Source: an optimization exercise on an open RTL-to-GDS flow (aim: small area, a short achievable clock period and few clock cycles per item). Production flows keep margins and buffers that such runs may drop. RTL that was checked went through simulation tests only; none was proved equivalent to the original. Power figures rest on the tool's default switching activity, not on a simulated workload.

==> flow/design.v <==
`default_nettype none
package asd_pkg;
  localparam int SampleBits  = 12;
  localparam int ElapsedBits = 8;
  localparam int TimerBits   = 16;
  localparam int SumBits     = 19;
  localparam int CountBits   = 7;
  localparam int FracBits    = 10;
  localparam int CfgIdxBits  = 2;
  localparam int CfgDataBits = 16;
  localparam int InDataBits  = ((SampleBits + ElapsedBits + 7) / 8) * 8;
  localparam int OutDataBits = ((SampleBits + 7) / 8) * 8;
  localparam int ProdBits    = SampleBits + FracBits;
  localparam int ThrBits     = ProdBits - 8 + 1;
  localparam int JobBits     = 1 + 1 + SumBits + CountBits;
  localparam int QDepth      = 2;
  localparam int QPtrBits    = $clog2(QDepth);
  localparam int QCntBits    = $clog2(QDepth + 1);
  localparam int DivSteps    = SumBits;
  localparam int DivCntBits  = $clog2(DivSteps);
  localparam logic [SampleBits-1:0]  AvgReset      = SampleBits'(2048);
  localparam logic [TimerBits-1:0]   HoldoffReset  = TimerBits'(100);
  localparam logic [FracBits-1:0]    FracReset     = FracBits'(77);
  localparam logic [TimerBits-1:0]   LogPerReset   = TimerBits'(50);
  localparam logic [CountBits-1:0]   PerAvgReset   = CountBits'(20);
  typedef enum logic [CfgIdxBits-1:0] {
    CFG_HOLDOFF  = 2'd0,
    CFG_FRACTION = 2'd1,
    CFG_LOG_PER  = 2'd2,
    CFG_PER_AVG  = 2'd3
  } cfg_idx_e;
  typedef struct packed {
    logic                 spike;
    logic                 div;
    logic [SumBits-1:0]   sum;
    logic [CountBits-1:0] divisor;
  } job_t;
  typedef struct packed {
    logic                  upd;
    logic [SampleBits-1:0] level;
  } avg_t;
  typedef struct packed {
    logic push;
    logic pending;
  } front_stat_t;
endpackage
`default_nettype wire
`default_nettype none
module audio_spike_detector
(
  input  wire logic        clk_i,
  input  wire logic        rst_ni,
  input  wire logic        cfg_we_i,
  input  wire logic [1:0]  cfg_idx_i,
  input  wire logic [15:0] cfg_data_i,
  input  wire logic        s_axis_tvalid,
  output logic             s_axis_tready,
  input  wire logic [23:0] s_axis_tdata,
  output logic             m_axis_tvalid,
  input  wire logic        m_axis_tready,
  output logic [15:0]      m_axis_tdata,
  output logic             m_axis_tuser
);
  localparam int R4Steps = 2;                
  localparam int DivBits = 2 * R4Steps;      
  localparam int DivCyc  = 12 / DivBits;     
  localparam int PhBits  = $clog2(DivCyc + 2);
  logic [15:0] hold_q, lper_q;
  logic [9:0]  frac_q;
  logic [6:0]  pavg_q;
  logic        v2_q;       
  logic        dv2_q;      
  logic [11:0] smp2_q;
  logic [7:0]  dt2_q;
  logic [15:0] htmr_q, ptmr_q;
  logic [11:0] peak_q;
  logic [18:0] sum_q;      
  logic [6:0]  cnt_q;      
  logic [11:0] avg_q;
  logic [22:0] prod_q;     
  logic [PhBits-1:0] ph_q;
  logic              mul_q;    
  logic              mreq_q;   
  logic ov0_q, ov1_q;
  logic os0_q, os1_q;
  logic spkd_q;                
  logic pop, push, push_spk, s2_fire, acc_ok, acc, drained;
  logic run_last, div_last, adv;
  assign pop      = ov0_q && m_axis_tready;
  assign drained  = !ov0_q || (!ov1_q && m_axis_tready);
  assign run_last = (ph_q == PhBits'(DivCyc + 1));
  assign div_last = !mul_q && (ph_q == PhBits'(DivCyc));
  assign adv      = (ph_q != '0) && (!div_last || drained);
  assign s2_fire  = v2_q && (dv2_q || (ph_q == '0 && !mreq_q && !ov1_q));
  assign acc_ok   = !mreq_q && (ph_q == '0 || run_last) && (!v2_q || s2_fire);
  assign s_axis_tready = acc_ok;
  assign acc      = s_axis_tvalid && acc_ok;
  logic [11:0] smp;
  logic [7:0]  dt;
  logic [16:0] p_left;
  logic        per_end, div_now, gt;
  logic [15:0] p_add;
  logic [11:0] peak_new;
  logic [18:0] sum_a, sum_b, sum_new;
  logic [6:0]  cnt_inc;
  always_comb begin
    smp      = s_axis_tdata[11:0];
    dt       = s_axis_tdata[19:12];
    p_left   = {1'b0, lper_q} - {1'b0, ptmr_q};
    per_end  = p_left[16] || (p_left[15:8] == 8'd0 && dt >= p_left[7:0]);
    p_add    = ptmr_q + {8'b0, dt};
    gt       = (smp > peak_q);
    peak_new = gt ? smp : peak_q;
    sum_a    = sum_q + {7'b0, peak_q};
    sum_b    = sum_q + {7'b0, smp};
    sum_new  = gt ? sum_b : sum_a;
    cnt_inc  = cnt_q + 7'd1;
    div_now  = per_end && (cnt_inc >= pavg_q);
  end
  logic [16:0] h_left, h_add;
  logic [15:0] h_sat;
  logic        hgt, spike;
  always_comb begin
    h_left = {1'b0, hold_q} - {1'b0, htmr_q};
    hgt    = (hold_q != 16'hFFFF) &&
             (h_left[16] || (h_left[15:8] == 8'd0 && dt2_q > h_left[7:0]));
    h_add  = {1'b0, htmr_q} + {9'b0, dt2_q};
    h_sat  = h_add[16] ? 16'hFFFF : h_add[15:0];
    spike  = hgt && ({3'b0, smp2_q} > prod_q[22:8]);
  end
  logic [6:0]         rem;
  logic [8:0]         t, d1, d2, d3;
  logic [9:0]         e1, e2, e3;
  logic               c1, c2, c3;
  logic [DivBits-1:0] qd;
  logic [18:0]        sum_div;
  always_comb begin
    d1  = {2'b0, cnt_q};
    d2  = {1'b0, cnt_q, 1'b0};
    d3  = d1 + d2;
    rem = sum_q[18:12];
    for (int j = R4Steps - 1; j >= 0; j--) begin
      t  = {rem, sum_q[12 - DivBits + 2*j +: 2]};
      e1 = {1'b0, t} - {1'b0, d1};
      e2 = {1'b0, t} - {1'b0, d2};
      e3 = {1'b0, t} - {1'b0, d3};
      c1 = !e1[9];
      c2 = !e2[9];
      c3 = !e3[9];
      qd[2*j +: 2] = {c2, c3 || (c1 && !c2)};
      rem = c3 ? e3[6:0] : c2 ? e2[6:0] : c1 ? e1[6:0] : t[6:0];
    end
    sum_div = {rem, sum_q[11-DivBits:0], qd};
  end
  logic [DivBits-1:0] hdig;
  logic [10:0]        mult;
  logic [PhBits-1:0]  didx;
  always_comb begin
    mult = 11'd256 + {1'b0, frac_q};
    didx = ph_q - PhBits'(2);
    hdig = '0;
    for (int k = 0; k < DivCyc; k++) begin
      if (didx == PhBits'(k)) hdig = avg_q[12 - DivBits*k - 1 -: DivBits];
    end
    if (!mul_q && !run_last) hdig = sum_q[DivBits-1:0];
  end
  always_ff @(posedge clk_i or negedge rst_ni) begin
    if (!rst_ni) begin
      hold_q <= 16'd100;
      frac_q <= 10'd77;
      lper_q <= 16'd50;
      pavg_q <= 7'd20;
    end else if (cfg_we_i) begin
      case (cfg_idx_i)
        2'd0: hold_q <= cfg_data_i;
        2'd1: frac_q <= cfg_data_i[9:0];
        2'd2: lper_q <= cfg_data_i;
        default: pavg_q <= cfg_data_i[6:0];
      endcase
    end
  end
  assign push     = (s2_fire && !dv2_q) || (adv && div_last);
  assign push_spk = dv2_q ? spkd_q : spike;
  always_ff @(posedge clk_i or negedge rst_ni) begin
    if (!rst_ni) begin
      v2_q    <= 1'b0;
      dv2_q   <= 1'b0;
      htmr_q  <= '0;
      ptmr_q  <= '0;
      peak_q  <= '0;
      sum_q   <= '0;
      cnt_q   <= '0;
      avg_q   <= 12'd2048;
      ph_q    <= '0;
      mul_q   <= 1'b0;
      mreq_q  <= 1'b1;
      ov0_q   <= 1'b0;
      ov1_q   <= 1'b0;
    end else begin
      if (acc) begin
        v2_q  <= 1'b1;
        dv2_q <= div_now;
      end else if (s2_fire) begin
        v2_q  <= 1'b0;
      end
      if (acc) begin
        ptmr_q <= per_end ? '0 : p_add;
        peak_q <= per_end ? '0 : peak_new;
        if (per_end) begin
          sum_q <= sum_new;
          cnt_q <= cnt_inc;
        end
      end else if (adv && div_last) begin
        sum_q <= '0;
        cnt_q <= '0;
        avg_q <= sum_div[11:0];
      end else if (adv && !mul_q && !run_last) begin
        sum_q <= sum_div;
      end
      if (s2_fire) htmr_q <= spike ? '0 : h_sat;
      if (acc && div_now) begin
        ph_q  <= PhBits'(1);
        mul_q <= 1'b0;
      end else if (ph_q == '0 && mreq_q) begin
        ph_q  <= PhBits'(1);
        mul_q <= 1'b1;
      end else if (run_last) begin
        ph_q  <= '0;
      end else if (adv) begin
        ph_q  <= ph_q + PhBits'(1);
      end
      if (cfg_we_i && cfg_idx_i == 2'd1) mreq_q <= 1'b1;
      else if (ph_q == '0)               mreq_q <= 1'b0;
      if (push && !pop) begin
        if (!ov0_q) ov0_q <= 1'b1;
        else        ov1_q <= 1'b1;
      end else if (pop && !push) begin
        ov0_q <= ov1_q;
        ov1_q <= 1'b0;
      end
    end
  end
  always_ff @(posedge clk_i) begin
    if (acc) begin
      smp2_q <= smp;
      dt2_q  <= dt;
    end
    if (s2_fire && dv2_q) spkd_q <= spike;
    if (push && pop) begin
      if (ov1_q) begin
        os0_q <= os1_q;
        os1_q <= push_spk;
      end else begin
        os0_q <= push_spk;
      end
    end else if (push) begin
      if (!ov0_q) os0_q <= push_spk;
      else        os1_q <= push_spk;
    end else if (pop) begin
      os0_q <= os1_q;
    end
    if (ph_q == PhBits'(1)) prod_q <= '0;
    if (adv && ph_q >= PhBits'(2)) prod_q <= (prod_q << DivBits) + 23'(hdig) * 23'(mult);
  end
  assign m_axis_tvalid = ov0_q;
  assign m_axis_tuser  = os0_q;
  assign m_axis_tdata  = {4'b0, avg_q};
endmodule
`default_nettype wire
Settings: LEC_CHECK=0, ABC_AREA=1, CAP_MARGIN=20, CORE_MARGIN=2, CORE_UTILIZATION=40, SETUP_SLACK_MARGIN=2.5, SLEW_MARGIN=20; clock period 6.5 ns.
standard.sh (not shown) runs the stock make flow with config.mk's settings and CLKGATE_MAP_FILE= SYNTH_SCRIPT=/design/flow/synth_recipe.tcl, a recipe that flattens the netlist after the stock synthesis.
==> flow/flow/run.sh <==
#!/bin/bash
# Standard layout, with the adders left to ABC instead of the platform's full/half adder cells.
set -euo pipefail
bash standard.sh ADDER_MAP_FILE= finish > make_finish.log 2>&1
Testbench counts at the start, summed over its fixed seeds: cycles 11,038, items 8,000.
Rerun with:
--- a/flow/design.v
+++ b/flow/design.v
@@ -60,10 +60,9 @@
   input  wire logic        m_axis_tready,
   output logic [15:0]      m_axis_tdata,
   output logic             m_axis_tuser
 );
-  localparam int R4Steps = 2;                
-  localparam int DivBits = 2 * R4Steps;      
+  localparam int DivBits = 3;                
   localparam int DivCyc  = 12 / DivBits;     
   localparam int PhBits  = $clog2(DivCyc + 2);
   logic [15:0] hold_q, lper_q;
   logic [9:0]  frac_q;
@@ -131,26 +130,30 @@
   logic [6:0]         rem;
   logic [8:0]         t, d1, d2, d3;
   logic [9:0]         e1, e2, e3;
   logic               c1, c2, c3;
+  logic [7:0]         t2;
+  logic [8:0]         f1;
   logic [DivBits-1:0] qd;
   logic [18:0]        sum_div;
   always_comb begin
     d1  = {2'b0, cnt_q};
     d2  = {1'b0, cnt_q, 1'b0};
     d3  = d1 + d2;
     rem = sum_q[18:12];
-    for (int j = R4Steps - 1; j >= 0; j--) begin
-      t  = {rem, sum_q[12 - DivBits + 2*j +: 2]};
-      e1 = {1'b0, t} - {1'b0, d1};
-      e2 = {1'b0, t} - {1'b0, d2};
-      e3 = {1'b0, t} - {1'b0, d3};
-      c1 = !e1[9];
-      c2 = !e2[9];
-      c3 = !e3[9];
-      qd[2*j +: 2] = {c2, c3 || (c1 && !c2)};
-      rem = c3 ? e3[6:0] : c2 ? e2[6:0] : c1 ? e1[6:0] : t[6:0];
-    end
+    t   = {rem, sum_q[11:10]};
+    e1  = {1'b0, t} - {1'b0, d1};
+    e2  = {1'b0, t} - {1'b0, d2};
+    e3  = {1'b0, t} - {1'b0, d3};
+    c1  = !e1[9];
+    c2  = !e2[9];
+    c3  = !e3[9];
+    qd[2:1] = {c2, c3 || (c1 && !c2)};
+    rem = c3 ? e3[6:0] : c2 ? e2[6:0] : c1 ? e1[6:0] : t[6:0];
+    t2  = {rem, sum_q[9]};
+    f1  = {1'b0, t2} - {2'b0, cnt_q};
+    qd[0] = !f1[8];
+    rem = qd[0] ? f1[6:0] : t2[6:0];
     sum_div = {rem, sum_q[11-DivBits:0], qd};
   end
   logic [DivBits-1:0] hdig;
   logic [10:0]        mult;
Result: The new run passed the timing, DRC and antenna checks; setup slack is worse by 25 ps; clock power hardly moves; clock-buffer cell count is lower by 3; register-to-register slack is better by 100 ps; global-route usage is lower by 1.2 points; sequential share of layout area is higher by 2.3 points; total power is lower by about a fifth; worst hold slack is worse by 12 ps; clock skew barely changes; design area is lower by a little under a tenth; first-iteration DRC count is lower by about a fifth.
For the second run of this note, only the layout was checked, not whether the RTL still works.

the reference run:
audio_spike_detector, a different RTL version from the one above (not shown whole).
Size: about 66 I/O pins, ~0.015 mm² of cells after synthesis.
export LEC_CHECK = 0
export ABC_AREA = 1
export CAP_MARGIN = 20
export CORE_MARGIN = 2
export CORE_UTILIZATION = 40
export SETUP_SLACK_MARGIN = 2.9
export SLEW_MARGIN = 20
create_clock -name core_clock -period 6.5 [get_ports {clk_i}]
==> flow/flow/run.sh <==
#!/bin/bash
# Standard layout, with the adders left to ABC instead of the platform's full/half adder cells,
# and the port buffers made from buf_2 cells.
set -euo pipefail
export BUFFER_PORTS_ARGS="-buffer_cell sky130_fd_sc_hd__buf_2"
bash standard.sh ADDER_MAP_FILE= "BUFFER_PORTS_ARGS=-buffer_cell sky130_fd_sc_hd__buf_2" finish > make_finish.log 2>&1
> inputs changed (the reference run -> the trial run)
-- flow/design.v --
<<< the reference run, line 99
  logic [11:0] smp;
  logic [7:0]  dt;
  logic [16:0] p_left;
  logic        per_end, div_now, gt;
  logic [15:0] p_add;
  logic [8:0]  p_lo;
  logic [12:0] s_lo;
  logic [11:0] peak_new;
  logic [18:0] sum_new;
  logic [6:0]  cnt_inc;
  always_comb begin
    smp      = s_axis_tdata[11:0];
    dt       = s_axis_tdata[19:12];
    p_left   = {1'b0, lper_q} - {1'b0, ptmr_q};
    per_end  = p_left[16] || (p_left[15:8] == 8'd0 && dt >= p_left[7:0]);
    p_lo     = {1'b0, ptmr_q[7:0]} + {1'b0, dt};
    p_add    = {p_lo[8] ? ptmr_q[15:8] + 8'd1 : ptmr_q[15:8], p_lo[7:0]};
    gt       = (smp > peak_q);
    peak_new = gt ? smp : peak_q;
    s_lo     = {1'b0, sum_q[11:0]} + {1'b0, peak_new};
    sum_new  = {s_lo[12] ? sum_q[18:12] + 7'd1 : sum_q[18:12], s_lo[11:0]};
    cnt_inc  = cnt_q + 7'd1;
    div_now  = per_end && (cnt_inc >= pavg_q);
>>> the trial run, line 99
  logic [11:0] smp;
  logic [7:0]  dt;
  logic        per_end, div_now, gt;
  logic [16:0] p_add;
  logic [8:0]  p_lo;
  logic [12:0] s_lo;
  logic [11:0] peak_new;
  logic [18:0] sum_a, sum_b, sum_new;
  logic [6:0]  cnt_inc;
  always_comb begin
    smp      = s_axis_tdata[11:0];
    dt       = s_axis_tdata[19:12];
    p_lo     = {1'b0, ptmr_q[7:0]} + {1'b0, dt};
    p_add    = {p_lo[8] ? {1'b0, ptmr_q[15:8]} + 9'd1 : {1'b0, ptmr_q[15:8]}, p_lo[7:0]};
    per_end  = (p_add >= {1'b0, lper_q});
    gt       = (smp > peak_q);
    peak_new = gt ? smp : peak_q;
    sum_a    = sum_q + {7'b0, peak_q};
    s_lo     = {1'b0, sum_q[11:0]} + {1'b0, smp};
    sum_b    = {s_lo[12] ? sum_q[18:12] + 7'd1 : sum_q[18:12], s_lo[11:0]};
    sum_new  = gt ? sum_b : sum_a;
    cnt_inc  = cnt_q + 7'd1;
    div_now  = per_end && (cnt_inc >= pavg_q);
<<< the reference run, line 227
      dv2_q <= acc && div_now;
      if (acc) begin
        ptmr_q <= per_end ? '0 : p_add;
        peak_q <= per_end ? '0 : peak_new;
        if (per_end) begin
>>> the trial run, line 227
      dv2_q <= acc && div_now;
      if (acc) begin
        ptmr_q <= per_end ? '0 : p_add[15:0];
        peak_q <= per_end ? '0 : peak_new;
        if (per_end) begin
Results
On post-synthesis share of cell area spent on and, or, nand and nor gates, the lower figure sits with the trial run, not the reference run.
In the trial run, well-tap cell count is lower than in the reference run.
Compared with the reference run, the trial run shows relative area change from synthesis to final layout higher by 1.0 points.
When the final numbers for the reference run and the trial run were put side by side, the core area turned out to be smaller in the trial run.
Delta (the trial run minus the reference run): final worst setup slack moved down; synthesized area moved down.
Function was not checked in any run of this note: the RTL went through the layout flow alone.

## separate check: timing with driven ports
The flow's constraints put no driver on any port. The routed layouts listed below were extracted and timed again, unchanged, in two steps.
Step 1 assumes that a clkbuf_16 drives the clock port and a buf_2 every other input.
Step 2 also shifts input and output timing later by t, the mid clock arrival at the registers, as if the neighbouring blocks saw the same clock.
Three values: no drivers, after step 1, after step 2; two values: the first two.
run	t (ns)	setup WS [ns]	worst setup path at the end
the first run of note 1	0.513	2.721 / 2.744 / 2.231	input to register
the second run of note 1	0.495	2.696 / 2.647 / 2.294	input to register
the reference run	0.498	2.952 / 2.985 / 2.487	input to register
the trial run	0.497	2.897 / 2.897 / 2.400	input to register
After both steps every run listed still meets setup and hold. For the trial run, which loses most, drivers alone change the setup slack by 0.000 ns; drivers and shift together by -0.497 ns.
